What follows belongs to an exercise in optimizing a design on an open flow for small area; a production flow would make more cautious choices. Only simulation tests tie the RTL to the original design; equivalence was not proved. Power figures rest on the tool's default switching activity, not on a simulated workload.

==> flow/design.v <==
module teleop_drive_and_gimbal_command_unit
(
    input  logic        i_clk,
    input  logic        i_rst_n,
    input  logic [39:0] s_axis_tdata,
    input  logic        s_axis_tvalid,
    output logic        s_axis_tready,
    output logic [87:0] m_axis_tdata,
    output logic        m_axis_tvalid,
    input  logic        m_axis_tready,
    input  logic        i_cfg_we,
    input  logic [2:0]  i_cfg_idx,
    input  logic [19:0] i_cfg_data
);
    logic [6:0]  r_thr;
    logic [19:0] r_fs;
    logic [12:0] r_pan_pl, r_pan_nl, r_tilt_pl, r_tilt_nl;    
    logic [7:0]  r_pan_mr, r_tilt_mr;                         
    localparam logic [19:0] D_THR = 20'd80;
    localparam logic [19:0] D_FS  = 20'd500000;
    localparam logic [19:0] D_PPL = 20'd28000;
    localparam logic [19:0] D_PNL = 20'd28000;
    localparam logic [19:0] D_TPL = 20'd18000;
    localparam logic [19:0] D_TNL = 20'd18000;
    wire        w_rst = ~i_rst_n;
    wire [19:0] w_d0  = i_cfg_data & {20{i_rst_n}};
    wire [19:0] w_d1  = i_cfg_data | {20{w_rst}};
    function automatic logic [19:0] f_dv(input logic [19:0] dflt, input logic [19:0] d0,
                                         input logic [19:0] d1);
        f_dv = (d0 & ~dflt) | (d1 & dflt);
    endfunction
    wire [7:0] w_wsel = {8{i_cfg_we}} & (8'd1 << i_cfg_idx);
    wire [19:0] w_dv_thr = f_dv(D_THR, w_d0, w_d1);
    wire [19:0] w_dv_fs  = f_dv(D_FS,  w_d0, w_d1);
    wire [19:0] w_dv_ppl = f_dv(D_PPL, w_d0, w_d1);
    wire [19:0] w_dv_pnl = f_dv(D_PNL, w_d0, w_d1);
    wire [19:0] w_dv_tpl = f_dv(D_TPL, w_d0, w_d1);
    wire [19:0] w_dv_tnl = f_dv(D_TNL, w_d0, w_d1);
    wire        w_mr_cap = w_rst | (|i_cfg_data[15:10]);
    wire [7:0]  w_dv_mr  = {w_mr_cap, i_cfg_data[9:3] & {7{~w_mr_cap}}};
    always_ff @(posedge i_clk) begin
        if (w_rst | w_wsel[0]) r_thr     <= w_dv_thr[6:0];
        if (w_rst | w_wsel[1]) r_fs      <= w_dv_fs;
        if (w_rst | w_wsel[2]) r_pan_pl  <= w_dv_ppl[15:3];
        if (w_rst | w_wsel[3]) r_pan_nl  <= w_dv_pnl[15:3];
        if (w_rst | w_wsel[4]) r_tilt_pl <= w_dv_tpl[15:3];
        if (w_rst | w_wsel[5]) r_tilt_nl <= w_dv_tnl[15:3];
        if (w_rst | w_wsel[6]) r_pan_mr  <= w_dv_mr;
        if (w_rst | w_wsel[7]) r_tilt_mr <= w_dv_mr;
    end
    function automatic logic f_gt13(input logic [12:0] a, input logic [12:0] b,
                                    input logic cin);
        logic c;
        c = cin;
        for (int i = 0; i < 13; i++) c = (a[i] & ~b[i]) | (a[i] & c) | (~b[i] & c);
        f_gt13 = c;
    endfunction
    function automatic logic f_gt8(input logic [7:0] a, input logic [7:0] b, input logic cin);
        logic c;
        c = cin;
        for (int i = 0; i < 8; i++) c = (a[i] & ~b[i]) | (a[i] & c) | (~b[i] & c);
        f_gt8 = c;
    endfunction
    function automatic logic [7:0] f_abs8(input logic [7:0] a);
        logic seen;
        seen = 1'b0;
        for (int i = 0; i < 8; i++) begin
            f_abs8[i] = a[i] ^ (a[7] & seen);
            seen = seen | a[i];
        end
    endfunction
    wire [7:0] w_turn = s_axis_tdata[7:0];
    wire [7:0] w_thro = s_axis_tdata[15:8];
    wire [7:0] w_pan  = s_axis_tdata[23:16];
    wire [7:0] w_tilt = s_axis_tdata[31:24];
    wire [7:0] w_mode = s_axis_tdata[39:32];
    wire       w_spin   = f_gt8({1'b0, w_turn[6:0] ^ {7{w_turn[7]}}}, {1'b0, r_thr}, w_turn[7]);
    wire       w_spin_r = w_spin & ~w_turn[7];
    wire       w_spin_l = w_spin & w_turn[7];
    wire [7:0] w_mag    = w_spin ? 8'd90 : f_abs8(w_thro);
    wire       w_fwd_r  = ~w_spin_r & (w_spin_l | ~w_thro[7]);
    wire       w_fwd_l  = ~w_spin_l & (w_spin_r | ~w_thro[7]);
    logic       r_busy;
    logic [6:0] r_cnt;
    logic       r_ovalid;
    logic       r_rf;         
    wire w_ofree  = ~r_ovalid | m_axis_tready;
    wire w_start  = ~r_busy & s_axis_tvalid & w_ofree;
    wire w_last   = (r_cnt == 7'd104);
    wire w_accept = r_busy & w_last & s_axis_tvalid;
    wire w_step   = r_busy & ~w_last;
    wire w_hitc = (r_cnt[6:3] == 4'd2);
    wire w_ph1  = (r_cnt[6:3] == 4'd4);
    wire w_magw = (r_cnt >= 7'd20) & (r_cnt < 7'd28);
    wire w_ph2  = (r_cnt[6:4] == 3'd3);
    wire w_div  = r_cnt[6] & ~w_hold;
    wire w_dv1  = (r_cnt[5:0] == 6'd0);
    wire w_pabs = (r_cnt[6:3] == 4'd12);
    wire w_hold = (r_cnt >= 7'd92);
    wire w_rot1 = (r_cnt < 7'd15);
    wire w_gsel = (r_cnt[6:3] == 4'd3);
    wire w_gsgn = (r_cnt >= 7'd32) & (r_cnt < 7'd39);
    always_ff @(posedge i_clk) begin
        if (w_rst) begin
            r_busy   <= 1'b0;
            r_ovalid <= 1'b0;
        end else begin
            if (w_start) r_busy <= 1'b1;
            else if (w_accept) r_busy <= 1'b0;
            if (w_accept) r_ovalid <= 1'b1;
            else if (m_axis_tready) r_ovalid <= 1'b0;
        end
        r_rf <= w_rst | (r_rf & ~w_accept);
    end
    always_ff @(posedge i_clk) begin
        if (w_start) r_cnt <= 7'd0;
        else if (w_step) r_cnt <= r_cnt + 7'd1;
    end
    logic       w_pan_ab;
    logic [35:0] r_p;
    logic        r_sat;
    wire        w_top  = r_p[35];
    wire [7:0]  w_t    = r_p[34:27];
    wire        w_q    = (w_t >= 8'd127);
    wire        w_satn = r_sat | (w_dv1 & (&r_p[34:28]));
    wire        w_sin  = (w_div & (w_q | w_satn)) |
                         (w_magw & w_mag[{r_cnt[2], ~r_cnt[1:0]}]);
    wire        w_a1   = w_ph1 & r_p[11];
    logic       r_a2;
    wire        w_a2   = r_a2;
    wire [19:0] w_b    = ({20{w_a2}} & r_fs) | {{8{w_a1}} & w_mode, 12'd0};
    logic [35:0] w_next;
    always_comb begin
        logic c, pre;
        logic [35:0] a;
        a = {r_p[34:0], 1'b0};
        c = 1'b0;
        for (int i = 0; i < 20; i++) begin
            w_next[i] = a[i] ^ w_b[i] ^ c;
            c = (a[i] & w_b[i]) | (a[i] & c) | (w_b[i] & c);
        end
        pre = 1'b1;
        for (int i = 20; i < 28; i++) begin
            w_next[i] = a[i] ^ (c & pre);
            pre = pre & a[i];
        end
        c = (c & pre) | (w_div & w_q);
        pre = 1'b1;
        for (int i = 28; i < 36; i++) begin
            w_next[i] = a[i] ^ (c & pre);
            pre = pre & a[i];
        end
        w_next[0] = w_next[0] | w_sin;
    end
    always_ff @(posedge i_clk) begin
        if (w_step & ~w_hold) r_p[27:0] <= w_next[27:0];
        if (w_step) begin
            r_p[35]    <= w_next[35];
            r_p[34:29] <= w_next[34:29];
            r_p[28]    <= w_pabs ? w_pan_ab : w_next[28];
        end
        r_sat      <= w_step & w_div & w_satn;
        r_a2       <= ~w_start & (r_cnt >= 7'd47) & (r_cnt < 7'd63) & r_p[34];
    end
    logic [14:0] r_pan_pos, r_tilt_pos;
    logic        r_pan_c, r_tilt_c;
    function automatic logic f_hit(input logic [7:0] g, input logic [14:0] pos,
                                   input logic [12:0] lim_p, input logic [12:0] lim_n);
        logic gt, lt;
        gt    = ~pos[14] & (pos[13] | f_gt13(pos[12:0], lim_p, 1'b0));
        lt    = pos[14] & (~pos[13] | f_gt13(~pos[12:0], lim_n, 1'b1));
        f_hit = (~g[7] & (|g[6:0]) & gt) | (g[7] & lt);
    endfunction
    wire w_pan_hit  = f_hit(w_pan,  r_pan_pos,  r_pan_pl,  r_pan_nl);
    wire w_tilt_hit = f_hit(w_tilt, r_tilt_pos, r_tilt_pl, r_tilt_nl);
    logic [7:0] r_o_tilt;                  
    logic       r_o_pneg, r_o_tneg;         
    logic       r_pan_seen, r_tilt_seen;    
    logic       r_o_phit, r_o_thit, r_o_fr, r_o_fl;
    wire [2:0] w_gi      = r_cnt[2:0];
    wire       w_pan_g   = w_pan[w_gi];
    wire       w_tilt_g  = w_tilt[w_gi];
    assign     w_pan_ab  = w_pan_g ^ (w_pan[7] & r_pan_seen);
    wire       w_pan_cb  = ~r_o_phit & ((w_gsel & w_pan_g)  | (w_gsgn & w_pan[7]));
    wire       w_tilt_cb = ~r_o_thit & ((w_gsel & w_tilt_g) | (w_gsgn & w_tilt[7]));
    wire       w_pan_s   = r_pan_pos[0]  ^ w_pan_cb  ^ r_pan_c;
    wire       w_tilt_s  = r_tilt_pos[0] ^ w_tilt_cb ^ r_tilt_c;
    wire       w_rot2    = w_gsel | w_gsgn;
    wire       w_rot     = w_step & (w_rot1 | w_rot2);
    wire       w_clr     = w_rot1 & r_rf;
    always_ff @(posedge i_clk) begin
        if (w_rot) begin
            r_pan_pos  <= {w_pan_s  & ~w_clr, r_pan_pos[14:1]};
            r_tilt_pos <= {w_tilt_s & ~w_clr, r_tilt_pos[14:1]};
        end
        r_pan_c  <= w_step & w_rot2 &
                    ((r_pan_pos[0] & w_pan_cb) | (r_pan_c & (r_pan_pos[0] | w_pan_cb)));
        r_tilt_c <= w_step & w_rot2 &
                    ((r_tilt_pos[0] & w_tilt_cb) | (r_tilt_c & (r_tilt_pos[0] | w_tilt_cb)));
    end
    always_ff @(posedge i_clk) begin
        if (w_start) begin
            r_o_pneg <= w_pan[7];
            r_o_tneg <= w_tilt[7];
            r_o_fr   <= w_fwd_r;
            r_o_fl   <= w_fwd_l;
        end
        if (w_step & w_gsel) begin
            r_o_tilt <= {w_tilt_g ^ (w_tilt[7] & r_tilt_seen), r_o_tilt[7:1]};
        end
        r_pan_seen  <= w_step & w_pabs & (r_pan_seen  | w_pan_g);
        r_tilt_seen <= w_step & w_gsel & (r_tilt_seen | w_tilt_g);
        if (w_step & w_hitc) begin
            r_o_phit <= w_pan_hit;
            r_o_thit <= w_tilt_hit;
        end
    end
    wire [7:0] w_pan_abs  = {r_p[28], r_p[29], r_p[30], r_p[31],
                             r_p[32], r_p[33], r_p[34], r_p[35]};
    wire [7:0] w_tilt_abs = r_o_tilt;
    wire w_pan_big  = f_gt8(w_pan_abs,  r_pan_mr,  1'b0);
    wire w_tilt_big = f_gt8(w_tilt_abs, r_tilt_mr, 1'b0);
    wire [7:0] w_pan_rate  = (r_o_phit | w_pan_big)  ? 8'd0 : w_pan_abs;
    wire [7:0] w_tilt_rate = (r_o_thit | w_tilt_big) ? 8'd0 : w_tilt_abs;
    assign s_axis_tready = r_busy & w_last;
    assign m_axis_tvalid = r_ovalid;
    assign m_axis_tdata  = {2'b00,
                            w_tilt_big & ~r_o_thit, w_pan_big & ~r_o_phit,
                            r_o_thit, r_o_phit,
                            w_tilt_rate, 3'b000, w_pan_rate, 3'b000,
                            ~r_o_tneg, ~r_o_pneg,
                            r_p[27:0], r_p[27:0],
                            r_o_fl, r_o_fr};
endmodule
==> flow/flow/run.sh <==
#!/bin/bash
# Standard ORFS layout (the standard.sh) with these changes:
#  - port buffers use the smallest buffer, sky130_fd_sc_hd__buf_1, instead of the cell
#    buffer_ports picks by default (clkdlybuf4s50_1); every port still gets its buffer;
#  - the buffers abc inserted are removed at floorplan (global placement is not timing
#    driven here, which would otherwise remove them);
#  - clock tree synthesis without dummy loads, with small clock buffers and clusters of
#    at most 20 flip-flops.
set -euo pipefail
export BUFFER_PORTS_ARGS="-buffer_cell sky130_fd_sc_hd__buf_1"
export REMOVE_ABC_BUFFERS=1
export CTS_ARGS="-sink_clustering_enable -repair_clock_nets -dont_use_dummy_load -sink_clustering_size 20 -sink_clustering_max_diameter 60 -buf_list {sky130_fd_sc_hd__clkbuf_4 sky130_fd_sc_hd__clkbuf_8}"
bash standard.sh > standard_flow.log 2>&1
==> flow/standard.sh <==
#!/bin/bash
# synth_recipe.tcl (not shown) runs the flow's synth.tcl, then flattens the netlist and writes it again
# the make line also repeats each setting of config.mk as NAME=value (left out here)
make -C /OpenROAD-flow-scripts/flow DESIGN_CONFIG=/design/flow/config.mk WORK_HOME=/design/flow/orfs CLKGATE_MAP_FILE= SYNTH_SCRIPT=/design/flow/synth_recipe.tcl "${@:-finish}"
==> flow/config.mk <==
export PLATFORM = sky130hd
export DESIGN_NAME = teleop_drive_and_gimbal_command_unit
export DESIGN_NICKNAME = teleop_drive_and_gimbal_command_unit
export VERILOG_FILES = /design/flow/design.v
export SDC_FILE = /design/flow/constraint.sdc
export NUM_CORES = 4
export LEC_CHECK = 0
export CAP_MARGIN = 0
export CORE_MARGIN = 2
export CORE_UTILIZATION = 65
export GPL_TIMING_DRIVEN = 0
export PLACE_DENSITY = 0.75
export SLEW_MARGIN = 0
==> flow/constraint.sdc <==
create_clock -name core_clock -period 8.0 [get_ports {i_clk}]
set_input_delay 1.6000 -clock core_clock [delete_from_list [all_inputs] [get_ports {i_clk}]]
set_output_delay 1.6000 -clock core_clock [all_outputs]
set_load 0.01 [all_outputs]
==> impl_metrics.env, run 1 <==
export IMPL_dr_pass1_iters=11
export IMPL_dp_slack_ps=-409
export IMPL_cp_required_ps=8170
export IMPL_slew_headroom_pct=9.31
export IMPL_setup_tns_ps=0
export IMPL_grt_pass1_wl_mm=32.2
export IMPL_synth_top_area_share_pct=53.6
export IMPL_clk_path_buf_depth=2
export IMPL_crit_path_max_fanout=3
export IMPL_antenna_left=0
export IMPL_hold_buffers=0
export IMPL_endpoint_kind="register"
export IMPL_fin_crit_ps=7680
export IMPL_cts_htree_levels=4
export IMPL_finalClockSkew_ps=33.9
export IMPL_synth_edff_count=175
export IMPL_ios=158
export IMPL_root_buffer="clkbuf_8"
export IMPL_worstMarginPinSlew_ps=1360
export IMPL_crit_slowest_cell="fa_1"
export IMPL_drt_iter0_drc=678
export IMPL_dpl_hpwl_mm=15.2
export IMPL_ys_types=68
export IMPL_wl_per_cell_um=18.5
export IMPL_cts_sinks=191
export IMPL_status="finished clean"
export IMPL_area_growth_pct=6.13
export IMPL_start_util_pct=66.9
export IMPL_grt_antenna_before_repair=0
export IMPL_finalWeightedCongestion=0.919
export IMPL_vdd_drop_max_mv=0.146
export IMPL_overflow=0
export IMPL_rsz0062_at_grt="no"
export IMPL_antenna_cells=0
export IMPL_drc=0
export IMPL_cellLeakagePower_nw=3.63
export IMPL_async_reset_ff_share_pct=0
export IMPL_utilization_pct=71.0
export IMPL_hold_viol_final=0
export IMPL_syn_inst=830
export IMPL_port_buffers=149
export IMPL_core_rowCount=44
export IMPL_synth_area_leaders="edfxtp_1 54%, buf_4 5.3%, fa_1 4.1%"
export IMPL_via_count=6639
export IMPL_max_stage_delay_ps=400
export IMPL_synth_area_per_cell_um2=11.8
export IMPL_grtUsageTotal_pct=26.0
export IMPL_insertion_delay_ps=460
export IMPL_cts_tree="built"
export IMPL_grt_pass1_vias=6350
export IMPL_hold_worst_slack_ps=451
export IMPL_path_clk_slew_ps=90
export IMPL_crit_path_start_kind="register"
export IMPL_critPathMostFrequentCell="fa_1"
export IMPL_hold_path_class="reg -> reg"
export IMPL_maxSlewViolCount=0
export IMPL_drt_wl_total_mm=20.5
export IMPL_ys_flop_type="edfxtp_1"
export IMPL_die_w_um=127
export IMPL_cts_buffers=17
export IMPL_synth_seq_cells=191
export IMPL_grt_start_max_net_pins=42
export IMPL_ys_seq_area_share_pct=56.9
export IMPL_fp_dieH_um=127
export IMPL_finalSetupViolCount=0
export IMPL_clock_fmax_mhz=130
export IMPL_maxCapViolCount=0
export IMPL_die_area_um2=16100
export IMPL_nFillCells=1055
export IMPL_drive_above_1_share_pct=5.96
export IMPL_finalCritPeriodShare_pct=95.9
export IMPL_fin_nets=1018
export IMPL_yosys_warnings=1
export IMPL_synth_area_um2=9800
export IMPL_setup_slack_ps=325
export IMPL_via_per_inst=6.00
export IMPL_cp_arrival_ps=7840
export IMPL_crit_type="reg -> reg"
export IMPL_yosysTopAreaCell="edfxtp_1"
export IMPL_powerDensity_nw_per_um2=187
export IMPL_core_um2=14600
==> synth_stat cells (9+ instances only) <==
library cell,instances
xnor2_1,9
inv_1,74
nor2b_1,15
a22oi_1,11
xor2_1,16
nand2b_1,29
clkbuf_1,13
fa_1,20
nand4_1,9
maj3_1,14
o221ai_1,13
nor2_1,39
edfxtp_1,175
nor3_1,15
dfxtp_1,16
buf_4,69
o21ai_0,32
and2_1,40
nand2_1,49
nand3_1,17
a21oi_1,35
==> critical path: cells and delay by family (launching register included) <==
kind | cells | cell delay [ps]
flops | 1 | 360
fa+ha+maj | 20 | 5810
compound gates | 3 | 230
simple gates | 4 | 720
buf+inv | 4 | 270
==> layout by cell type (no fill, tap or decap), types with 16 or more instances in the layout <==
cell type / instances
a21oi_1: 35
xor2_1: 16
clkbuf_8: 17
inv_1: 74
nand2b_1: 29
edfxtp_1: 175
and2_1: 40
buf_1: 148
nand2_1: 49
o21ai_0: 27
nor2_1: 39
==> cell families (layout without fill, tap and decap cells) <==
kind of cell               count (synthesis)  count (layout)  synth area share (%)
AOI/OAI and AO/OA                        157             157                  10.8
buffers and inverters                    162             248                  8.89
xor gates and xnor gates                  25              25                  2.23
adders and majority gates                 42              42                  6.50
muxes                                      8               8                  1.33
other                                      1               8                0.0383
DFF                                      191             191                  56.9
and+or+nand+nor                          244             244                  13.4
==> worst paths after layout <==
check	end	startpoint	slack, ps	cells after the start
max reg2reg	r_p[28]	r_fs[1]	320	31
max	r_p[28]	r_fs[1]	320	31
min	r_tilt_pos[0]	r_tilt_pos[1]	450	0
min reg2reg	r_tilt_pos[0]	r_tilt_pos[1]	450	0
==> area by class of cell <==
| class | instances | area (um^2) | share of cell area [%] |
|---|---|---|---|
| Multi-Input combinational cell | 484 | 3420 | 32.9 |
| Clock buffer | 17 | 234 | 2.25 |
| Inverter | 75 | 282 | 2.71 |
| Timing Repair Buffer | 156 | 656 | 6.30 |
| Tap cell | 184 | 230 | 2.21 |
| Sequential cell | 191 | 5580 | 53.6 |
==> report_power, final <==
group	leakage (nW)	switching [mW]	internal [mW]
sequential	1.81	0.0619	1.17
clock	0.122	0.284	0.188
combinational	1.69	0.145	0.0958
total	3.63	0.491	1.45
==> metrics by stage <==
| step | cells | power, mW | cell area [um^2] |
|---|---|---|---|
| floorplan | 750 | 1.39 | 9240 |
| global placement | 1083 | 1.47 | 10000 |
| detailed placement | 1088 | 1.49 | 10100 |
| CTS | 1106 | 1.95 | 10300 |
| global route | 1107 | 2.03 | 10400 |
| finish | 1107 | 1.95 | 10400 |
==> layer usage <==
metal | share of wire, % | up-vias | track usage (%)
met5 | 0 | - | 0
met4 | 1.3 | 0 | 6.21
met3 | 5.7 | 31 | 4.89
met2 | 50 | 272 | 44.1
met1 | 43 | 3237 | 35.3
li1 | - | 3099 | -
==> flip-flops by register name, indices dropped and copies added (netlist names), 7 cells and up <==
| signal | cells |
|---|---|
| r_tilt_mr | 8 |
| r_pan_pl | 13 |
| r_tilt_pl | 13 |
| r_fs | 20 |
| r_cnt | 7 |
| r_pan_nl | 13 |
| r_tilt_nl | 13 |
| r_p | 36 |
| r_pan_mr | 8 |
| r_thr | 7 |
| r_tilt_pos | 15 |
| r_o_tilt | 8 |
| r_pan_pos | 15 |
==> timing repair <==
item | CTS | global route
setup buffers | 1 | 0
setup endpoints to repair | 8 | 8
resized for setup | 5 | 9
==> run 2, diff against run 1 <==
--- a/flow/flow/run.sh
+++ b/flow/flow/run.sh
@@ -11,3 +11,3 @@
 export REMOVE_ABC_BUFFERS=1
-export CTS_ARGS="-sink_clustering_enable -repair_clock_nets -dont_use_dummy_load -sink_clustering_size 20 -sink_clustering_max_diameter 60 -buf_list {sky130_fd_sc_hd__clkbuf_4 sky130_fd_sc_hd__clkbuf_8}"
+export CTS_ARGS="-sink_clustering_enable -repair_clock_nets -dont_use_dummy_load -sink_clustering_size 24 -sink_clustering_max_diameter 80 -buf_list {sky130_fd_sc_hd__clkbuf_8 sky130_fd_sc_hd__clkbuf_16}"
 bash standard.sh > standard_flow.log 2>&1
==> impl_metrics.env, run 2 <==
export IMPL_intPower_mw=1.64
export IMPL_grt_pass1_wl_mm=33.0
export IMPL_pwr_share_comb_pct=11.0
export IMPL_via_per_inst=6.05
export IMPL_critPathMostFrequentCell="fa_1"
export IMPL_synth_common_cells="175 x edfxtp_1, 74 x inv_1, 69 x buf_4"
export IMPL_regMostFlops="r_p"
export IMPL_max_stage_delay_ps=400
export IMPL_synth_area_per_cell_um2=11.8
export IMPL_drt_iter0_drc=652
export IMPL_cp_required_ps=8150
export IMPL_cp_arrival_ps=7840
export IMPL_fp_dieH_um=127
export IMPL_synth_edff_count=175
export IMPL_synth_seq_cells=191
export IMPL_cellLeakagePower_nw=3.70
export IMPL_final_area_um2=10600
export IMPL_crit_path_start_kind="register"
export IMPL_power_share_clock_pct=31.8
export IMPL_die_w_um=127
export IMPL_yosysTopAreaCell="edfxtp_1"
export IMPL_dr_pass1_iters=6
export IMPL_grt_antenna_before_repair=0
export IMPL_cts_buffers=17
export IMPL_clk_path_buf_depth=2
export IMPL_cts_sinks=191
export IMPL_synth_area_um2=9800
export IMPL_p_seq_share_pct=57.2
export IMPL_yosysMostFrequentCell="edfxtp_1"
export IMPL_finalWeightedCongestion=0.919
export IMPL_synth_top_area_share_pct=53.6
export IMPL_ys_flop_type="edfxtp_1"
export IMPL_path_clk_slew_ps=50
export IMPL_netSwitchingFraction_pct=24.3
export IMPL_dp_slack_ps=-409
export IMPL_antenna_left=0
export IMPL_rsz0062_at_grt="no"
export IMPL_crit_path_max_fanout=11
export IMPL_powerDensity_nw_per_um2=204
export IMPL_grt_pass1_vias=6450
export IMPL_final_cell_mix="175 x edfxtp_1, 148 x buf_1, 74 x inv_1"
export IMPL_drc=0
export IMPL_drt_wl_total_mm=20.9
export IMPL_setup_tns_ps=0
export IMPL_setup_slack_ps=312
export IMPL_drive_above_1_share_pct=6.29
export IMPL_ys_types=68
export IMPL_grt_start_max_net_pins=42
export IMPL_area_growth_pct=7.86
export IMPL_yosys_warnings=1
export IMPL_maxCapViolCount=0
export IMPL_synth_area_leaders="edfxtp_1 54%, buf_4 5.3%, fa_1 4.1%"
export IMPL_via_count=6686
export IMPL_clock_fmax_mhz=130
export IMPL_root_buffer="clkbuf_16"
export IMPL_switching_power_uw=524
export IMPL_crit_type="reg -> reg"
export IMPL_finalClockSkew_ps=20.6
export IMPL_placed_cell_area_um2=10100
export IMPL_ios=158
export IMPL_worstMarginPinSlew_ps=1350
export IMPL_cts_htree_levels=4
export IMPL_syn_inst=830
export IMPL_ys_seq_area_share_pct=56.9
export IMPL_hold_path_class="reg -> reg"
export IMPL_largest_reg_flops=36
export IMPL_start_util_pct=66.9
export IMPL_dpl_hpwl_mm=15.2
export IMPL_crit_slowest_cell="fa_1"
export IMPL_die_area_um2=16100
export IMPL_critPathBufInv=4
export IMPL_power_mw=2.16
export IMPL_finalCritPeriodShare_pct=96.1
export IMPL_antenna_cells=0
export IMPL_endpoint_kind="register"
export IMPL_fin_crit_ps=7690
export IMPL_maxSlewViolCount=0
export IMPL_wl_per_cell_um=18.9
export IMPL_final_common_cell="edfxtp_1"
export IMPL_async_reset_ff_share_pct=0
export IMPL_cts_tree="built"
export IMPL_finalSetupViolCount=0
export IMPL_hold_worst_slack_ps=464
export IMPL_status="finished clean"
export IMPL_insertion_delay_ps=440
export IMPL_fin_nets=1017
export IMPL_overflow=0
export IMPL_hold_viol_final=0
export IMPL_core_rowCount=44
export IMPL_slew_headroom_pct=9.86
export IMPL_port_buffers=149
export IMPL_vdd_drop_max_mv=0.175
export IMPL_grtUsageTotal_pct=26.8
export IMPL_largestRegisters="r_p: 36 flops, r_fs: 20 flops"
export IMPL_critPathTopFamily="adder cells"
export IMPL_core_um2=14600
## run 2: worst paths after layout
| check | depth (start not counted) | to | start | slack (ps) |
|---|---|---|---|---|
| max | 31 | r_p[28] | r_a2 | 310 |
| min | 2 | r_rf | r_rf | 460 |
| max reg2reg | 31 | r_p[28] | r_a2 | 310 |
| min reg2reg | 2 | r_rf | r_rf | 460 |
## run 2: stage by stage
stage	utilization (%)	cells
2_1_floorplan	-	750
3_3_place_gp	68.5	1083
3_5_place_dp	68.9	1088
4_1_cts	72.0	1106
5_1_grt	72.2	1106
6_report	72.2	1106
## run 2: power groups by stage
stage | clock, mW | sequential [mW] | combinational (mW)
after global placement | 0 | 1.25 | 0.222
after floorplan | 0 | 1.24 | 0.145
after global routing | 0.730 | 1.24 | 0.265
final | 0.686 | 1.23 | 0.238
after CTS | 0.692 | 1.23 | 0.238
after detailed placement | 0 | 1.25 | 0.236
## run 2: repair_timing
action                     in CTS  in global routing
setup endpoints to repair       8                  8
pin swaps                       0                  1
gates resized for setup         6                 10
hold buffers                    0                  0
buffers inserted                1                  0
## run 2: final cells by class
class                      count  area (um^2)
sequential                   191         5580
fill                        1020         4070
multi-input combinational    484         3430
timing repair buffer         155          628
clock buffer                  17          425
inverter                      75          282
tap                          184          230
## run 2: worst register-to-register path, delay by kind of cell (launching register included)
family	cells	cell delay [ps]
DFF	1	380
buffers and inverters	4	270
adders and majority gates	20	5750
and+or+nand+nor	4	780
AOI/OAI and AO/OA	3	240
## run 2: kinds of logic after synthesis
logic type               after synthesis  share of synthesized area [%]
multiplexers                           8                           1.33
buffers and inverters                162                           8.89
adder cells (fa/ha/maj)               42                           6.50
XOR/XNOR                              25                           2.23
flip-flops                           191                           56.9
AND/OR/NAND/NOR                      244                           13.4
AO/OA/AOI/OAI                        157                           10.8
other                                  1                         0.0383
## run 2: per-layer routing
metal / up-vias / part of all wire (%) / global-route usage, %
li1: 3104 / - / -
met1: 3245 / 42 / 36.0
met2: 301 / 50 / 45.3
met3: 36 / 6.3 / 5.06
met4: 0 / 2.0 / 7.50
met5: - / 0 / 0
==> run 3, diff against run 2 <==
--- a/flow/design.v
+++ b/flow/design.v
@@ -180,7 +180,9 @@
     wire [2:0] w_gi      = r_cnt[2:0];
-    wire       w_pan_g   = w_pan[w_gi];
-    wire       w_tilt_g  = w_tilt[w_gi];
-    assign     w_pan_ab  = w_pan_g ^ (w_pan[7] & r_pan_seen);
-    wire       w_pan_cb  = ~r_o_phit & ((w_gsel & w_pan_g)  | (w_gsgn & w_pan[7]));
-    wire       w_tilt_cb = ~r_o_thit & ((w_gsel & w_tilt_g) | (w_gsgn & w_tilt[7]));
+    wire       w_pan_g   = w_pan[w_gi]  & ~r_o_phit;
+    wire       w_tilt_g  = w_tilt[w_gi] & ~r_o_thit;
+    wire       w_pan_s7  = w_pan[7]  & ~r_o_phit;
+    wire       w_tilt_s7 = w_tilt[7] & ~r_o_thit;
+    assign     w_pan_ab  = w_pan_g ^ (w_pan_s7 & r_pan_seen);
+    wire       w_pan_cb  = (w_gsel & w_pan_g)  | (w_gsgn & w_pan_s7);
+    wire       w_tilt_cb = (w_gsel & w_tilt_g) | (w_gsgn & w_tilt_s7);
     wire       w_pan_s   = r_pan_pos[0]  ^ w_pan_cb  ^ r_pan_c;
@@ -208,3 +210,3 @@
         if (w_step & w_gsel) begin
-            r_o_tilt <= {w_tilt_g ^ (w_tilt[7] & r_tilt_seen), r_o_tilt[7:1]};
+            r_o_tilt <= {w_tilt_g ^ (w_tilt_s7 & r_tilt_seen), r_o_tilt[7:1]};
         end
@@ -222,4 +224,4 @@
     wire w_tilt_big = f_gt8(w_tilt_abs, r_tilt_mr, 1'b0);
-    wire [7:0] w_pan_rate  = (r_o_phit | w_pan_big)  ? 8'd0 : w_pan_abs;
-    wire [7:0] w_tilt_rate = (r_o_thit | w_tilt_big) ? 8'd0 : w_tilt_abs;
+    wire [7:0] w_pan_rate  = w_pan_big  ? 8'd0 : w_pan_abs;
+    wire [7:0] w_tilt_rate = w_tilt_big ? 8'd0 : w_tilt_abs;
     assign s_axis_tready = r_busy & w_last;
@@ -227,3 +229,3 @@
     assign m_axis_tdata  = {2'b00,
-                            w_tilt_big & ~r_o_thit, w_pan_big & ~r_o_phit,
+                            w_tilt_big, w_pan_big,
                             r_o_thit, r_o_phit,
--- a/flow/flow/run.sh
+++ b/flow/flow/run.sh
@@ -11,3 +11,3 @@
 export REMOVE_ABC_BUFFERS=1
-export CTS_ARGS="-sink_clustering_enable -repair_clock_nets -dont_use_dummy_load -sink_clustering_size 24 -sink_clustering_max_diameter 80 -buf_list {sky130_fd_sc_hd__clkbuf_8 sky130_fd_sc_hd__clkbuf_16}"
+export CTS_ARGS="-sink_clustering_enable -repair_clock_nets -dont_use_dummy_load -sink_clustering_size 20 -sink_clustering_max_diameter 60 -buf_list {sky130_fd_sc_hd__clkbuf_4 sky130_fd_sc_hd__clkbuf_8}"
 bash standard.sh > standard_flow.log 2>&1
--- a/flow/config.mk
+++ b/flow/config.mk
@@ -9,5 +9,5 @@
 export CORE_MARGIN = 2
-export CORE_UTILIZATION = 65
+export CORE_UTILIZATION = 72
 export GPL_TIMING_DRIVEN = 0
-export PLACE_DENSITY = 0.75
+export PLACE_DENSITY = 0.82
 export SLEW_MARGIN = 0
==> impl_metrics.env, run 3 <==
export IMPL_max_stage_delay_ps=400
export IMPL_ys_seq_area_share_pct=57.6
export IMPL_endpoint_kind="register"
export IMPL_synth_area_um2=9690
export IMPL_pwr_share_comb_pct=12.1
export IMPL_finalWeightedCongestion=0.863
export IMPL_maxCapViolCount=0
export IMPL_port_buffers=149
export IMPL_via_per_inst=6.08
export IMPL_drive_above_1_share_pct=5.88
export IMPL_async_reset_ff_share_pct=0
export IMPL_yosys_warnings=1
export IMPL_wl_per_cell_um=19.1
export IMPL_path_clk_slew_ps=90
export IMPL_final_common_cell="edfxtp_1"
export IMPL_cellLeakagePower_nw=3.61
export IMPL_maxSlewViolCount=0
export IMPL_synth_edff_count=175
export IMPL_critPathTopFamily="adder cells"
export IMPL_die_w_um=120
export IMPL_status="finished clean"
export IMPL_finalClockSkew_ps=17.6
export IMPL_yosysTopAreaCell="edfxtp_1"
export IMPL_area_growth_pct=5.74
export IMPL_grt_pass1_vias=6364
export IMPL_clock_fmax_mhz=128
export IMPL_fin_crit_ps=7820
export IMPL_cts_htree_levels=4
export IMPL_synth_top_area_share_pct=54.3
export IMPL_finalSetupViolCount=0
export IMPL_dp_slack_ps=-397
export IMPL_drt_iter0_drc=620
export IMPL_powerDensity_nw_per_um2=190
export IMPL_cp_arrival_ps=8040
export IMPL_worstMarginPinSlew_ps=1340
export IMPL_crit_slowest_cell="fa_1"
export IMPL_p_seq_share_pct=63.5
export IMPL_synth_common_cells="175 x edfxtp_1, 75 x inv_1, 70 x buf_4"
export IMPL_grtUsageTotal_pct=29.3
export IMPL_grt_antenna_before_repair=0
export IMPL_switching_power_uw=492
export IMPL_vdd_drop_max_mv=0.136
export IMPL_critPathMostFrequentCell="fa_1"
export IMPL_drc=0
export IMPL_ys_flop_type="edfxtp_1"
export IMPL_regMostFlops="r_p"
export IMPL_finalCritPeriodShare_pct=97.7
export IMPL_slew_headroom_pct=10.7
export IMPL_dr_pass1_iters=5
export IMPL_setup_slack_ps=181
export IMPL_overflow=0
export IMPL_cp_required_ps=8220
export IMPL_clk_path_buf_depth=2
export IMPL_ys_types=63
export IMPL_die_area_um2=14400
export IMPL_drt_wl_total_mm=20.5
export IMPL_dpl_hpwl_mm=14.9
export IMPL_crit_type="reg -> reg"
export IMPL_via_count=6549
export IMPL_synth_area_leaders="edfxtp_1 54%, buf_4 5.4%, fa_1 4.1%"
export IMPL_cts_tree="built"
export IMPL_start_util_pct=73.4
export IMPL_final_cell_mix="175 x edfxtp_1, 148 x buf_1, 75 x inv_1"
export IMPL_hold_path_class="reg -> reg"
export IMPL_largest_reg_flops=36
export IMPL_crit_path_max_fanout=4
export IMPL_fin_nets=996
export IMPL_root_buffer="clkbuf_8"
export IMPL_ios=158
export IMPL_fp_dieH_um=120
export IMPL_netSwitchingFraction_pct=25.3
export IMPL_hold_worst_slack_ps=459
export IMPL_antenna_left=0
export IMPL_hold_viol_final=0
export IMPL_intPower_mw=1.45
export IMPL_syn_inst=809
export IMPL_crit_path_start_kind="register"
export IMPL_cts_buffers=17
export IMPL_power_mw=1.94
export IMPL_antenna_cells=0
export IMPL_power_share_clock_pct=24.4
export IMPL_cts_sinks=191
export IMPL_hold_buffers=0
export IMPL_grt_start_max_net_pins=42
export IMPL_yosysMostFrequentCell="edfxtp_1"
export IMPL_core_rowCount=42
export IMPL_synth_area_per_cell_um2=12.0
export IMPL_grt_pass1_wl_mm=31.8
export IMPL_critPathBufInv=4
export IMPL_insertion_delay_ps=470
export IMPL_synth_seq_cells=191
export IMPL_largestRegisters="r_p: 36 flops, r_fs: 20 flops"
export IMPL_core_um2=13200
## run 3: changes by cell type after synthesis, sizes merged, moves of 4 or more
cell and delta:
a2111oi +5, a21oi -5, and2 +15, nand2 -15
nand3 +5, nor2 -10, o211ai -5, o221ai -6
o41ai -4, xnor2 +4, xor2 -6
## run 3: kinds of logic (layout without fill, tap and decap cells)
kind of cell,Yosys count,after routing,share of synthesized area [%]
muxes,7,7,1.25
DFF,191,191,57.6
other,1,8,0.0387
AOI/OAI and AO/OA,146,146,10.2
buffers and inverters,163,248,9.04
and+or+nand+nor,237,237,13.3
xor gates and xnor gates,23,23,2.08
adders and majority gates,41,41,6.47
## run 3: per-stage QoR
step	instance area [um^2]	std cells	setup TNS (ps)	utilization (%)
after detailed placement	9960	1058	-2000	75.5
after global routing	10200	1077	-63.7	77.6
final	10200	1077	0	77.6
after global placement	9900	1053	-123	75.0
after CTS	10200	1077	0	77.5
after floorplan	9120	728	0	-
## run 3: final timing paths
path,from,to,slack (ps),cells after the start
min reg2reg,r_pan_pos[1],r_pan_pos[0],460,0
min,r_pan_pos[1],r_pan_pos[0],460,0
max reg2reg,r_fs[1],r_p[35],180,32
max,r_fs[1],r_p[35],180,32
## run 3: worst register-to-register path, delay by kind of cell, from the launching register on
kind	cells	cell delay, ps
buffers and inverters	4	280
XOR/XNOR	1	150
AO/OA/AOI/OAI	1	290
adder cells (fa/ha/maj)	19	5540
AND/OR/NAND/NOR	7	950
flip-flops	1	380
## run 3: power by group through the flow
stage               sequential, mW  clock [mW]  combinational [mW]
floorplan                     1.24           0               0.141
CTS                           1.23       0.477               0.234
global route                  1.24       0.512               0.261
detailed placement            1.25           0               0.231
global placement              1.25           0               0.218
finish                        1.23       0.474               0.236
## run 3: repair_timing
| action | CTS | global route |
|---|---|---|
| resized for setup | 6 | 7 |
| setup endpoints to repair | 8 | 8 |
| pin swaps | 1 | 1 |
| setup buffers | 2 | 0 |
## run 3: area by class of cell
cell class | instances | area (um^2)
clock buffers | 17 | 234
fillers | 856 | 2950
inverters | 75 | 282
multi-input cells | 462 | 3300
flip-flops and latches | 191 | 5580
well taps | 176 | 220
repair buffers | 156 | 624
## run 3: routing by layer
| metal | wire length (um) | GRT usage, % |
|---|---|---|
| met1 | 7850 | 36.8 |
| met2 | 10900 | 51.0 |
| met3 | 1310 | 5.04 |
| met4 | 464 | 11.8 |
| met5 | 0 | 0 |
==> run 4, diff against run 3 <==
--- a/flow/config.mk
+++ b/flow/config.mk
@@ -9,5 +9,5 @@
 export CORE_MARGIN = 2
-export CORE_UTILIZATION = 72
+export CORE_UTILIZATION = 65
 export GPL_TIMING_DRIVEN = 0
-export PLACE_DENSITY = 0.82
+export PLACE_DENSITY = 0.75
 export SLEW_MARGIN = 0
==> impl_metrics.env, run 4 <==
export IMPL_final_cell_mix="175 x edfxtp_1, 148 x buf_1, 75 x inv_1"
export IMPL_fin_nets=995
export IMPL_insertion_delay_ps=450
export IMPL_hold_viol_final=0
export IMPL_largest_reg_flops=36
export IMPL_synth_area_per_cell_um2=12.0
export IMPL_switching_power_uw=485
export IMPL_maxCapViolCount=0
export IMPL_path_clk_slew_ps=100
export IMPL_rr_endpoint="r_p[35]"
export IMPL_wl_per_cell_um=18.6
export IMPL_fin_crit_ps=7680
export IMPL_cp_startpoint="r_fs[1]"
export IMPL_powerDensity_nw_per_um2=189
export IMPL_start_util_pct=66.6
export IMPL_core_um2=14500
export IMPL_drt_iter0_drc=523
export IMPL_drive_above_1_share_pct=6.22
export IMPL_antenna_cells=0
export IMPL_finalWeightedCongestion=0.890
export IMPL_antenna_left=0
export IMPL_max_stage_delay_ps=390
export IMPL_finalSetupViolCount=0
export IMPL_grt_start_max_net_pins=42
export IMPL_yosysTopAreaCell="edfxtp_1"
export IMPL_crit_type="reg -> reg"
export IMPL_ys_seq_area_share_pct=57.6
export IMPL_cts_htree_levels=4
export IMPL_endpoint="r_p[35]"
export IMPL_fp_dieH_um=126
export IMPL_overflow=0
export IMPL_yosys_warnings=1
export IMPL_final_area_um2=10300
export IMPL_drc=0
export IMPL_syn_inst=809
export IMPL_slew_headroom_pct=9.77
export IMPL_power_share_clock_pct=24.2
export IMPL_largestRegisters="r_p: 36 flops, r_fs: 20 flops"
export IMPL_intPower_mw=1.45
export IMPL_yosysMostFrequentCell="edfxtp_1"
export IMPL_pwr_share_comb_pct=12.1
export IMPL_grt_pass1_vias=6396
export IMPL_clk_path_buf_depth=2
export IMPL_vdd_drop_max_mv=0.129
export IMPL_power_mw=1.94
export IMPL_core_rowCount=44
export IMPL_synth_common_cells="175 x edfxtp_1, 75 x inv_1, 70 x buf_4"
export IMPL_netSwitchingFraction_pct=25.0
export IMPL_placed_cell_area_um2=9970
export IMPL_ys_flop_type="edfxtp_1"
export IMPL_p_seq_share_pct=63.7
export IMPL_cts_tree="built"
export IMPL_cts_sinks=191
export IMPL_root_buffer="clkbuf_8"
export IMPL_drt_wl_total_mm=20.2
export IMPL_port_buffers=149
export IMPL_utilization_pct=70.6
export IMPL_hold_path_class="reg -> reg"
export IMPL_worstMarginPinSlew_ps=1350
export IMPL_async_reset_ff_share_pct=0
export IMPL_area_growth_pct=5.94
export IMPL_synth_edff_count=175
export IMPL_status="finished clean"
export IMPL_via_per_inst=5.91
export IMPL_grt_pass1_wl_mm=32.0
export IMPL_regMostFlops="r_p"
export IMPL_timing_rr_start="r_fs[1]"
export IMPL_rrSetupSlack_ps=320
export IMPL_synth_top_area_share_pct=54.3
export IMPL_cts_buffers=17
export IMPL_rsz0062_at_grt="no"
export IMPL_reg2reg_depth=32
export IMPL_grt_antenna_before_repair=0
export IMPL_cp_arrival_ps=7880
export IMPL_finalClockSkew_ps=22.9
export IMPL_crit_slowest_cell="fa_1"
export IMPL_dr_pass1_iters=5
export IMPL_final_common_cell="edfxtp_1"
export IMPL_ios=158
export IMPL_endpoint_kind="register"
export IMPL_finalCritPeriodShare_pct=96.0
export IMPL_maxSlewViolCount=0
export IMPL_crit_path_max_fanout=4
export IMPL_synth_area_um2=9690
export IMPL_synth_area_leaders="edfxtp_1 54%, buf_4 5.4%, fa_1 4.1%"
export IMPL_cp_required_ps=8200
export IMPL_dpl_hpwl_mm=15.1
export IMPL_ys_types=63
export IMPL_synth_seq_cells=191
export IMPL_cellLeakagePower_nw=3.61
export IMPL_die_w_um=126
export IMPL_via_count=6402
export IMPL_critPathMostFrequentCell="fa_2"
export IMPL_grtUsageTotal_pct=25.9
export IMPL_clock_fmax_mhz=130
export IMPL_crit_path_start_kind="register"
export IMPL_die_area_um2=15900
## run 4: logic make-up (layout without fill, tap and decap cells)
family                   count (synthesis)  count (layout)  share of synthesized area [%]
XOR/XNOR                                23              23                           2.08
buffers and inverters                  163             247                           9.04
adder cells (fa/ha/maj)                 41              41                           6.47
flip-flops                             191             191                           57.6
multiplexers                             7               7                           1.25
AND/OR/NAND/NOR                        237             237                           13.3
AO/OA/AOI/OAI                          146             146                           10.2
other                                    1               8                         0.0387
## run 4: cell type report
class                      count  area [um^2]
fill                        1055         4270
sequential                   191         5580
inverter                      75          282
timing repair buffer         155          626
tap                          184          230
multi-input combinational    462         3310
clock buffer                  17          234
## run 4: stage by stage
stage / setup slack (ps) / instances / TNS, ps / hold WS (ps)
after CTS: 6.34 / 1084 / 0 / 458
after global routing: 29.3 / 1084 / 0 / 489
after global placement: -120 / 1061 / -264 / 432
after floorplan: 563 / 728 / 0 / 422
after detailed placement: -385 / 1066 / -1560 / 446
final: 323 / 1084 / 0 / 463
## run 4: repair_timing
item | 4_1_cts | 5_1_grt
hold endpoints to repair | 0 | 0
pin swaps | 0 | 1
hold buffers | 0 | 0
endpoints found under the setup margin | 8 | 8
gates resized for setup | 2 | 15
setup buffers | 1 | 0
## run 4: worst max-delay path: cells and delay by family (launching register included)
family	cells	cell delay, ps
buf+inv	4	270
flops	1	370
compound gates	1	280
simple gates	7	930
fa+ha+maj	19	5450
xor+xnor	1	140
## run 4: worst min path at each step
stage / slack [ps] / end / depth (start not counted) / start
2_1_floorplan: 420 / r_rf / 2 / r_rf
3_3_place_gp: 430 / r_pan_pos[0] / 0 / r_pan_pos[1]
3_5_place_dp: 450 / r_rf / 2 / r_rf
4_1_cts: 460 / r_rf / 2 / r_rf
5_1_grt: 490 / r_rf / 2 / r_rf
6_report: 460 / r_rf / 2 / r_rf
## run 4: power by group through the flow
| stage | logic (mW) | clock network, mW | registers [mW] |
|---|---|---|---|
| finish | 0.235 | 0.469 | 1.23 |
| global route | 0.260 | 0.520 | 1.24 |
| CTS | 0.234 | 0.477 | 1.23 |
| detailed placement | 0.232 | 0 | 1.25 |
| global placement | 0.218 | 0 | 1.25 |
| floorplan | 0.141 | 0 | 1.24 |
## run 4: routing by layer
layer / global-route usage (%) / vias up / share of wire, %
met5: 0 / - / 0
met2: 44.7 / 222 / 53
met4: 9.11 / 0 / 1.9
met1: 33.5 / 3143 / 41
li1: - / 3007 / -
met3: 4.12 / 30 / 4.5
==> run 5, diff against run 4 <==
--- a/flow/design.v
+++ b/flow/design.v
@@ -86,8 +86,9 @@
     logic       r_rf;         
+    logic [3:0] r_phi;        
     wire w_ofree  = ~r_ovalid | m_axis_tready;
-    wire w_start  = ~r_busy & s_axis_tvalid & w_ofree;
-    wire w_last   = (r_cnt == 7'd104);
+    wire w_start  = ~r_busy & s_axis_tvalid & w_ofree & (r_phi == 4'd0);
+    wire w_last   = (r_cnt == 7'd100);
     wire w_accept = r_busy & w_last & s_axis_tvalid;
     wire w_step   = r_busy & ~w_last;
-    wire w_hitc = (r_cnt[6:3] == 4'd2);
+    wire w_hitc = (r_cnt == 7'd29);
     wire w_ph1  = (r_cnt[6:3] == 4'd4);
@@ -97,7 +98,7 @@
     wire w_dv1  = (r_cnt[5:0] == 6'd0);
-    wire w_pabs = (r_cnt[6:3] == 4'd12);
+    wire w_pabs = (r_cnt >= 7'd92) & (r_cnt < 7'd100);
     wire w_hold = (r_cnt >= 7'd92);
     wire w_rot1 = (r_cnt < 7'd15);
-    wire w_gsel = (r_cnt[6:3] == 4'd3);
-    wire w_gsgn = (r_cnt >= 7'd32) & (r_cnt < 7'd39);
+    wire w_gsel = (r_cnt >= 7'd44) & (r_cnt < 7'd52);
+    wire w_gsgn = (r_cnt >= 7'd52) & (r_cnt < 7'd59);
     always_ff @(posedge i_clk) begin
@@ -113,2 +114,3 @@
         r_rf <= w_rst | (r_rf & ~w_accept);
+        r_phi <= (w_rst | (r_phi == 4'd14)) ? 4'd0 : r_phi + 4'd1;
     end
@@ -180,4 +182,6 @@
     wire [2:0] w_gi      = r_cnt[2:0];
-    wire       w_pan_g   = w_pan[w_gi]  & ~r_o_phit;
-    wire       w_tilt_g  = w_tilt[w_gi] & ~r_o_thit;
+    wire [7:0] w_pan_r   = {w_pan[3:0],  w_pan[7:4]};
+    wire [7:0] w_tilt_r  = {w_tilt[3:0], w_tilt[7:4]};
+    wire       w_pan_g   = w_pan_r[w_gi]  & ~r_o_phit;
+    wire       w_tilt_g  = w_tilt_r[w_gi] & ~r_o_thit;
     wire       w_pan_s7  = w_pan[7]  & ~r_o_phit;
@@ -185,14 +189,11 @@
     assign     w_pan_ab  = w_pan_g ^ (w_pan_s7 & r_pan_seen);
-    wire       w_pan_cb  = (w_gsel & w_pan_g)  | (w_gsgn & w_pan_s7);
-    wire       w_tilt_cb = (w_gsel & w_tilt_g) | (w_gsgn & w_tilt_s7);
-    wire       w_pan_s   = r_pan_pos[0]  ^ w_pan_cb  ^ r_pan_c;
-    wire       w_tilt_s  = r_tilt_pos[0] ^ w_tilt_cb ^ r_tilt_c;
+    wire       w_pan_cb  = w_step & ((w_gsel & w_pan_g)  | (w_gsgn & w_pan_s7));
+    wire       w_tilt_cb = w_step & ((w_gsel & w_tilt_g) | (w_gsgn & w_tilt_s7));
     wire       w_rot2    = w_gsel | w_gsgn;
-    wire       w_rot     = w_step & (w_rot1 | w_rot2);
-    wire       w_clr     = w_rot1 & r_rf;
-    always_ff @(posedge i_clk) begin
-        if (w_rot) begin
-            r_pan_pos  <= {w_pan_s  & ~w_clr, r_pan_pos[14:1]};
-            r_tilt_pos <= {w_tilt_s & ~w_clr, r_tilt_pos[14:1]};
-        end
+    wire       w_pan_s   = r_pan_pos[0]  ^ w_pan_cb  ^ (r_pan_c  & w_rot2);
+    wire       w_tilt_s  = r_tilt_pos[0] ^ w_tilt_cb ^ (r_tilt_c & w_rot2);
+    wire       w_clr     = w_step & w_rot1 & r_rf;
+    always_ff @(posedge i_clk) begin
+        r_pan_pos  <= {w_pan_s  & ~w_clr, r_pan_pos[14:1]};
+        r_tilt_pos <= {w_tilt_s & ~w_clr, r_tilt_pos[14:1]};
         r_pan_c  <= w_step & w_rot2 &
==> impl_metrics.env, run 5 <==
export IMPL_drt_wl_total_mm=20.2
export IMPL_synth_common_cells="145 x edfxtp_1, 77 x inv_1, 70 x buf_4"
export IMPL_endpoint_kind="register"
export IMPL_wl_per_cell_um=18.0
export IMPL_status="finished clean"
export IMPL_cts_tree="built"
export IMPL_crit_path_max_fanout=4
export IMPL_path_clk_slew_ps=80
export IMPL_critPathMostFrequentCell="fa_2"
export IMPL_setup_slack_ps=284
export IMPL_route_met3_wl_mm=1.17
export IMPL_hold_buffers=0
export IMPL_cellLeakagePower_nw=3.72
export IMPL_grtUsageTotal_pct=25.8
export IMPL_drc=0
export IMPL_grt_start_max_net_pins=46
export IMPL_grt_antenna_before_repair=0
export IMPL_via_count=6540
export IMPL_core_um2=14500
export IMPL_crit_type="reg -> reg"
export IMPL_cp_required_ps=8220
export IMPL_cts_htree_levels=4
export IMPL_hold_path_class="reg -> reg"
export IMPL_final_cell_mix="148 x buf_1, 145 x edfxtp_1, 77 x inv_1"
export IMPL_cts_buffers=17
export IMPL_highest_layer="met4"
export IMPL_via_per_inst=5.84
export IMPL_critPathTopFamily="adder cells"
export IMPL_ys_seq_area_share_pct=55.4
export IMPL_wl_met1_mm=8.54
export IMPL_hold_worst_slack_ps=351
export IMPL_powerDensity_nw_per_um2=209
export IMPL_port_buffers=149
export IMPL_synth_edff_count=145
export IMPL_drive_above_1_share_pct=6.95
export IMPL_ys_types=61
export IMPL_largest_reg_flops=36
export IMPL_cp_arrival_ps=7930
export IMPL_die_w_um=126
export IMPL_antenna_left=0
export IMPL_fin_nets=1035
export IMPL_finalWeightedCongestion=0.887
export IMPL_insertion_delay_ps=460
export IMPL_finalCritPeriodShare_pct=96.4
export IMPL_syn_inst=844
export IMPL_area_growth_pct=6.26
export IMPL_start_util_pct=66.5
export IMPL_crit_path_start_kind="register"
export IMPL_root_buffer="clkbuf_8"
export IMPL_met2_length_mm=9.96
export IMPL_clock_fmax_mhz=130
export IMPL_ios=158
export IMPL_synth_area_um2=9670
export IMPL_critPathBufInv=4
export IMPL_yosys_warnings=1
export IMPL_yosysMostFrequentCell="edfxtp_1"
export IMPL_max_stage_delay_ps=390
export IMPL_regMostFlops="r_p"
export IMPL_finalSetupViolCount=0
export IMPL_core_rowCount=44
export IMPL_synth_top_area_share_pct=45.0
export IMPL_dr_pass1_iters=5
export IMPL_worstMarginPinSlew_ps=1320
export IMPL_die_area_um2=15900
export IMPL_cts_sinks=195
export IMPL_fin_crit_ps=7720
export IMPL_clk_path_buf_depth=2
export IMPL_numPlacedInstances=1100
export IMPL_yosysTopAreaCell="edfxtp_1"
export IMPL_ys_flop_type="edfxtp_1"
export IMPL_async_reset_ff_share_pct=0
export IMPL_dpl_hpwl_mm=15.2
export IMPL_fp_dieH_um=126
export IMPL_synth_area_leaders="edfxtp_1 45%, dfxtp_1 10%, buf_4 5.4%"
export IMPL_synth_seq_cells=195
export IMPL_largestRegisters="r_p: 36 flops, r_fs: 20 flops"
export IMPL_crit_slowest_cell="fa_1"
export IMPL_fin_cells=1119
export IMPL_grt_pass1_vias=6348
export IMPL_maxCapViolCount=0
export IMPL_maxSlewViolCount=0
export IMPL_final_common_cell="buf_1"
export IMPL_drt_iter0_drc=581
export IMPL_finalClockSkew_ps=19.5
export IMPL_synth_area_per_cell_um2=11.5
export IMPL_hold_viol_final=0
export IMPL_grt_pass1_wl_mm=31.9
export IMPL_dp_slack_ps=-317
export IMPL_nFillCells=1044
export IMPL_slew_headroom_pct=11.6
export IMPL_antenna_cells=0
export IMPL_overflow=0
export IMPL_vdd_drop_max_mv=0.167
[run 5: per-layer routing]
metal | track usage, % | up-vias
met2 | 43.2 | 254
met5 | 0 | -
li1 | - | 3096
met1 | 34.1 | 3149
met4 | 9.57 | 0
met3 | 4.55 | 41
[run 5: repair_timing]
item                                    in CTS  in global routing
gates resized for setup                      5                 15
endpoints found under the setup margin       7                  7
pin swaps                                    0                  6
setup buffers                                1                  1
[run 5: worst reg2reg max path, delay by kind of cell (launching register included)]
| family | cells | cell delay (ps) |
|---|---|---|
| DFF | 1 | 350 |
| buffers and inverters | 4 | 270 |
| xor gates and xnor gates | 1 | 60 |
| and+or+nand+nor | 7 | 1190 |
| AOI/OAI and AO/OA | 1 | 100 |
| adders and majority gates | 19 | 5490 |
[run 5: cell families (layout without fill, tap and decap cells)]
logic type / after synthesis / count (layout) / synth area share [%]
AND/OR/NAND/NOR: 248 / 248 / 13.7
flip-flops: 195 / 195 / 55.4
buffers and inverters: 167 / 251 / 9.21
AO/OA/AOI/OAI: 143 / 143 / 9.97
adder cells (fa/ha/maj): 53 / 53 / 7.74
XOR/XNOR: 29 / 29 / 2.63
multiplexers: 8 / 8 / 1.35
other: 1 / 8 / 0.0388
[run 5: path summary, 6_finish.rpt]
| check | cells past startpoint | from | end | slack, ps |
|---|---|---|---|---|
| worst max register to register | 32 | r_fs[1] | r_p[33] | 280 |
| worst min register to register | 0 | r_tilt_pos[1] | r_tilt_pos[0] | 350 |
| worst min-delay path | 0 | r_tilt_pos[1] | r_tilt_pos[0] | 350 |
| worst max-delay path | 32 | r_fs[1] | r_p[33] | 280 |
[run 5: where the power goes]
group,switching [mW],internal (mW)
Sequential,0.118,1.20
Combinational,0.198,0.151
Clock,0.292,0.188
[run 5: per-stage QoR]
step	utilization [%]	total power [mW]	TNS [ps]	cell area, um^2
final	70.7	2.14	0	10300
after global routing	70.7	2.24	-109	10300
after CTS	70.3	2.15	0	10200
after detailed placement	68.6	1.68	-1420	9970
after global placement	68.0	1.65	-639	9890
after floorplan	-	1.53	0	9100
[run 5: layout make-up]
cell class | count | area, um^2 | share of cell area [%]
Inverter | 77 | 289 | 2.81
Sequential cell | 195 | 5360 | 52.1
Multi-Input combinational cell | 489 | 3530 | 34.3
Timing Repair Buffer | 157 | 639 | 6.22
Tap cell | 184 | 230 | 2.24
Clock buffer | 17 | 234 | 2.28
==> run 6, diff against run 5 <==
--- a/flow/design.v
+++ b/flow/design.v
@@ -88,9 +88,9 @@
     wire w_ofree  = ~r_ovalid | m_axis_tready;
-    wire w_start  = ~r_busy & s_axis_tvalid & w_ofree & (r_phi == 4'd0);
-    wire w_last   = (r_cnt == 7'd100);
+    wire w_start  = ~r_busy & s_axis_tvalid & w_ofree & (r_phi == 4'd12);
+    wire w_last   = r_cnt[6] & r_cnt[5] & r_cnt[3];
     wire w_accept = r_busy & w_last & s_axis_tvalid;
     wire w_step   = r_busy & ~w_last;
-    wire w_hitc = (r_cnt == 7'd29);
+    wire w_hitc = (r_cnt == 7'd17);
     wire w_ph1  = (r_cnt[6:3] == 4'd4);
-    wire w_magw = (r_cnt >= 7'd20) & (r_cnt < 7'd28);
+    wire w_magw = ((r_cnt[6:3] == 4'd2) & r_cnt[2]) | ((r_cnt[6:3] == 4'd3) & ~r_cnt[2]);    
     wire w_ph2  = (r_cnt[6:4] == 3'd3);
@@ -98,7 +98,7 @@
     wire w_dv1  = (r_cnt[5:0] == 6'd0);
-    wire w_pabs = (r_cnt >= 7'd92) & (r_cnt < 7'd100);
-    wire w_hold = (r_cnt >= 7'd92);
-    wire w_rot1 = (r_cnt < 7'd15);
-    wire w_gsel = (r_cnt >= 7'd44) & (r_cnt < 7'd52);
-    wire w_gsgn = (r_cnt >= 7'd52) & (r_cnt < 7'd59);
+    wire w_pabs = (r_cnt[6:3] == 4'd12);
+    wire w_hold = r_cnt[6] & (r_cnt[5] | (&r_cnt[4:2]));                     
+    wire w_rot1 = (r_cnt[6:4] == 3'd0) & ~(&r_cnt[3:0]);                     
+    wire w_gsel = (r_cnt[6:3] == 4'd4);
+    wire w_gsgn = (r_cnt[6:3] == 4'd5) & ~(&r_cnt[2:0]);
     always_ff @(posedge i_clk) begin
@@ -182,4 +182,4 @@
     wire [2:0] w_gi      = r_cnt[2:0];
-    wire [7:0] w_pan_r   = {w_pan[3:0],  w_pan[7:4]};
-    wire [7:0] w_tilt_r  = {w_tilt[3:0], w_tilt[7:4]};
+    wire [7:0] w_pan_r   = w_pan;
+    wire [7:0] w_tilt_r  = w_tilt;
     wire       w_pan_g   = w_pan_r[w_gi]  & ~r_o_phit;
==> impl_metrics.env, run 6 <==
export IMPL_status="finished clean"
export IMPL_nFillCells=1068
export IMPL_final_area_um2=10300
export IMPL_ys_flop_type="edfxtp_1"
export IMPL_wl_per_cell_um=18.1
export IMPL_cellLeakagePower_nw=3.72
export IMPL_clock_fmax_mhz=132
export IMPL_placed_cell_area_um2=10100
export IMPL_dr_pass1_iters=5
export IMPL_cts_htree_levels=4
export IMPL_core_um2=14600
export IMPL_synth_seq_cells=195
export IMPL_regMostFlops="r_p"
export IMPL_port_buffers=149
export IMPL_max_stage_delay_ps=420
export IMPL_crit_type="reg -> reg"
export IMPL_core_rowCount=44
export IMPL_grtUsageTotal_pct=25.6
export IMPL_final_common_cell="buf_1"
export IMPL_grt_pass1_vias=6289
export IMPL_cts_tree="built"
export IMPL_finalCritPeriodShare_pct=94.6
export IMPL_power_mw=1.84
export IMPL_worstMarginPinSlew_ps=1310
export IMPL_cts_buffers=17
export IMPL_hold_buffers=0
export IMPL_p_seq_share_pct=64.0
export IMPL_vdd_drop_max_mv=0.128
export IMPL_largest_reg_flops=36
export IMPL_grt_start_max_net_pins=46
export IMPL_dpl_hpwl_mm=15.3
export IMPL_grt_pass1_wl_mm=31.9
export IMPL_drc=0
export IMPL_rr_endpoint="r_p[28]"
export IMPL_clk_path_buf_depth=2
export IMPL_cts_sinks=195
export IMPL_hold_path_class="reg -> reg"
export IMPL_hold_viol_final=0
export IMPL_yosysTopAreaCell="edfxtp_1"
export IMPL_die_w_um=127
export IMPL_hold_path_startpoint="r_tilt_pos[14]"
export IMPL_endpoint_kind="register"
export IMPL_drt_wl_total_mm=20.2
export IMPL_yosysMostFrequentCell="edfxtp_1"
export IMPL_fp_dieH_um=127
export IMPL_largestRegisters="r_p: 36 flops, r_fs: 20 flops"
export IMPL_async_reset_ff_share_pct=0
export IMPL_overflow=0
export IMPL_grt_antenna_before_repair=0
export IMPL_slew_headroom_pct=12.5
export IMPL_via_count=6557
export IMPL_power_share_clock_pct=25.8
export IMPL_ys_types=78
export IMPL_via_per_inst=5.86
export IMPL_crit_slowest_cell="fa_1"
export IMPL_synth_common_cells="145 x edfxtp_1, 75 x inv_1, 70 x buf_4"
export IMPL_antenna_left=0
export IMPL_maxCapViolCount=0
export IMPL_root_buffer="clkbuf_8"
export IMPL_fin_crit_ps=7560
export IMPL_maxSlewViolCount=0
export IMPL_yosys_warnings=1
export IMPL_worstHoldEndpoint="r_tilt_pos[13]"
export IMPL_synth_edff_count=145
export IMPL_rrSetupSlack_ps=440
export IMPL_timing_rr_start="r_fs[1]"
export IMPL_finalWeightedCongestion=0.901
export IMPL_numPlacedInstances=1100
export IMPL_start_util_pct=66.9
export IMPL_switching_power_uw=438
export IMPL_drt_iter0_drc=484
export IMPL_netSwitchingFraction_pct=23.8
export IMPL_fin_cells=1118
export IMPL_area_growth_pct=5.86
export IMPL_synth_area_leaders="edfxtp_1 45%, dfxtp_1 10%, buf_4 5.4%"
export IMPL_cp_required_ps=8170
export IMPL_fin_nets=1035
export IMPL_cp_arrival_ps=7740
export IMPL_insertion_delay_ps=460
export IMPL_syn_inst=840
export IMPL_antenna_cells=0
export IMPL_finalSetupViolCount=0
export IMPL_synth_area_per_cell_um2=11.6
export IMPL_intPower_mw=1.41
export IMPL_die_area_um2=16000
export IMPL_finalClockSkew_ps=31.1
export IMPL_final_cell_mix="148 x buf_1, 145 x edfxtp_1, 75 x inv_1"
export IMPL_ios=158
export IMPL_min_path_cells=0
export IMPL_pwr_share_comb_pct=10.2
export IMPL_rsz0062_at_grt="yes"
export IMPL_critPathMostFrequentCell="fa_1"
export IMPL_drive_above_1_share_pct=6.64
export IMPL_reg2reg_depth=29
export IMPL_ys_seq_area_share_pct=54.9
export IMPL_crit_path_max_fanout=4
export IMPL_powerDensity_nw_per_um2=178
export IMPL_path_clk_slew_ps=100
export IMPL_synth_area_um2=9760
export IMPL_crit_path_start_kind="register"
export IMPL_synth_top_area_share_pct=44.6
[run 6: how the worst max path moves through the flow]
| stage | depth (start not counted) | endpoint | from | slack, ps |
|---|---|---|---|---|
| after floorplan | 31 | r_p[34] | r_a2 | 800 |
| after global placement | 31 | r_p[34] | r_a2 | 170 |
| after detailed placement | 31 | r_p[34] | r_a2 | -10 |
| after CTS | 31 | r_p[34] | r_a2 | 190 |
| after global routing | 29 | r_p[28] | r_a2 | -10 |
| final | 29 | r_p[28] | r_fs[1] | 440 |
[run 6: power by group through the flow]
stage                     Clock [mW]  Combinational, mW  Sequential, mW
after global routing           0.519              0.209            1.19
after global placement             0              0.172            1.20
after detailed placement           0              0.185            1.20
final                          0.476              0.188            1.18
after CTS                      0.484              0.187            1.18
after floorplan                    0              0.123            1.19
[run 6: logic make-up (layout without fill, tap and decap cells)]
family | after synthesis | after routing | synth area share, %
simple gates | 237 | 237 | 13.4
flops | 195 | 195 | 54.9
compound gates | 168 | 168 | 12.4
buf+inv | 162 | 249 | 9.06
fa+ha+maj | 41 | 41 | 6.40
xor+xnor | 29 | 29 | 2.60
mux | 7 | 7 | 1.23
other cells | 1 | 8 | 0.0384
[run 6: final cells by class]
cell class / count / area (um^2) / area share (%)
Sequential cell: 195 / 5360 / 51.9
Clock buffer: 17 / 234 / 2.26
Inverter: 77 / 292 / 2.82
Multi-Input combinational cell: 490 / 3580 / 34.6
Tap cell: 184 / 230 / 2.23
Timing Repair Buffer: 155 / 643 / 6.22
[run 6: what timing repair did]
| action | 4_1_cts | 5_1_grt |
|---|---|---|
| endpoints found under the setup margin | 2 | 7 |
| pin swaps | 0 | 1 |
| gates resized for setup | 1 | 3 |
| cloned | 0 | 0 |
| buffers inserted | 0 | 1 |
[run 6: stage by stage]
| step | hold WS, ps | util (%) | setup slack [ps] | TNS, ps |
|---|---|---|---|---|
| after global routing | 362 | 70.8 | -12.1 | -12.1 |
| final | 368 | 70.8 | 435 | 0 |
| after CTS | 366 | 70.7 | 189 | 0 |
| after detailed placement | 365 | 69.1 | -11.4 | -11.4 |
| after floorplan | 351 | - | 799 | 0 |
| after global placement | 355 | 68.4 | 166 | 0 |
[run 6: per-layer routing]
| layer | track usage (%) | wire length, um |
|---|---|---|
| met5 | 0 | 0 |
| met4 | 8.34 | 367 |
| met3 | 4.56 | 1120 |
| met2 | 44.0 | 10500 |
| met1 | 33.0 | 8270 |
[run 6: worst max-delay path, delay by kind of cell (launching register included)]
kind,cells,cell delay (ps)
xor gates and xnor gates,1,210
buffers and inverters,4,270
and+or+nand+nor,3,600
adders and majority gates,19,5580
DFF,1,390
AOI/OAI and AO/OA,2,270

## afterwards: timing with drivers on the ports
In the flow no input, the clock included, has a driving cell. The finished layouts below were timed again as built, in two steps. Step 1: set_driving_cell puts a clkbuf_16 on i_clk and a buf_2 on each other input, an assumption about the parent block. Step 2 adds t to the input delays and takes it off the output delays; t is the mean of the earliest and latest rising clock arrival at the registers after step 1. Input paths then give back, and output paths get back, about the clock's delay inside the block. Slacks: ideal ports / drivers / drivers and shift; pairs: ideal ports / drivers.
| run | shift t [ns] | slack for setup (ns) | hold slack, ns | worst slew at a driven data input, ns | pins driven straight from the clock port |
|---|---|---|---|---|---|
| run 1 | 0.478 | 0.325 / 0.325 / 0.325 | 0.451 / 0.451 / 0.451 | 0.04 | 1 |
| run 2 | 0.471 | 0.312 / 0.312 / 0.312 | 0.464 / 0.464 / 0.464 | 0.05 | 1 |
| run 3 | 0.495 | 0.181 / 0.181 / 0.181 | 0.459 / 0.459 / 0.459 | 0.05 | 1 |
| run 4 | 0.473 | 0.323 / 0.323 / 0.323 | 0.463 / 0.463 / 0.463 | 0.05 | 1 |
| run 5 | 0.490 | 0.284 / 0.284 / 0.284 | 0.351 / 0.351 / 0.351 | 0.05 | 1 |
| run 6 | 0.481 | 0.435 / 0.435 / 0.435 | 0.368 / 0.368 / 0.368 | 0.06 | 1 |
After both steps every run listed still meets setup and hold.
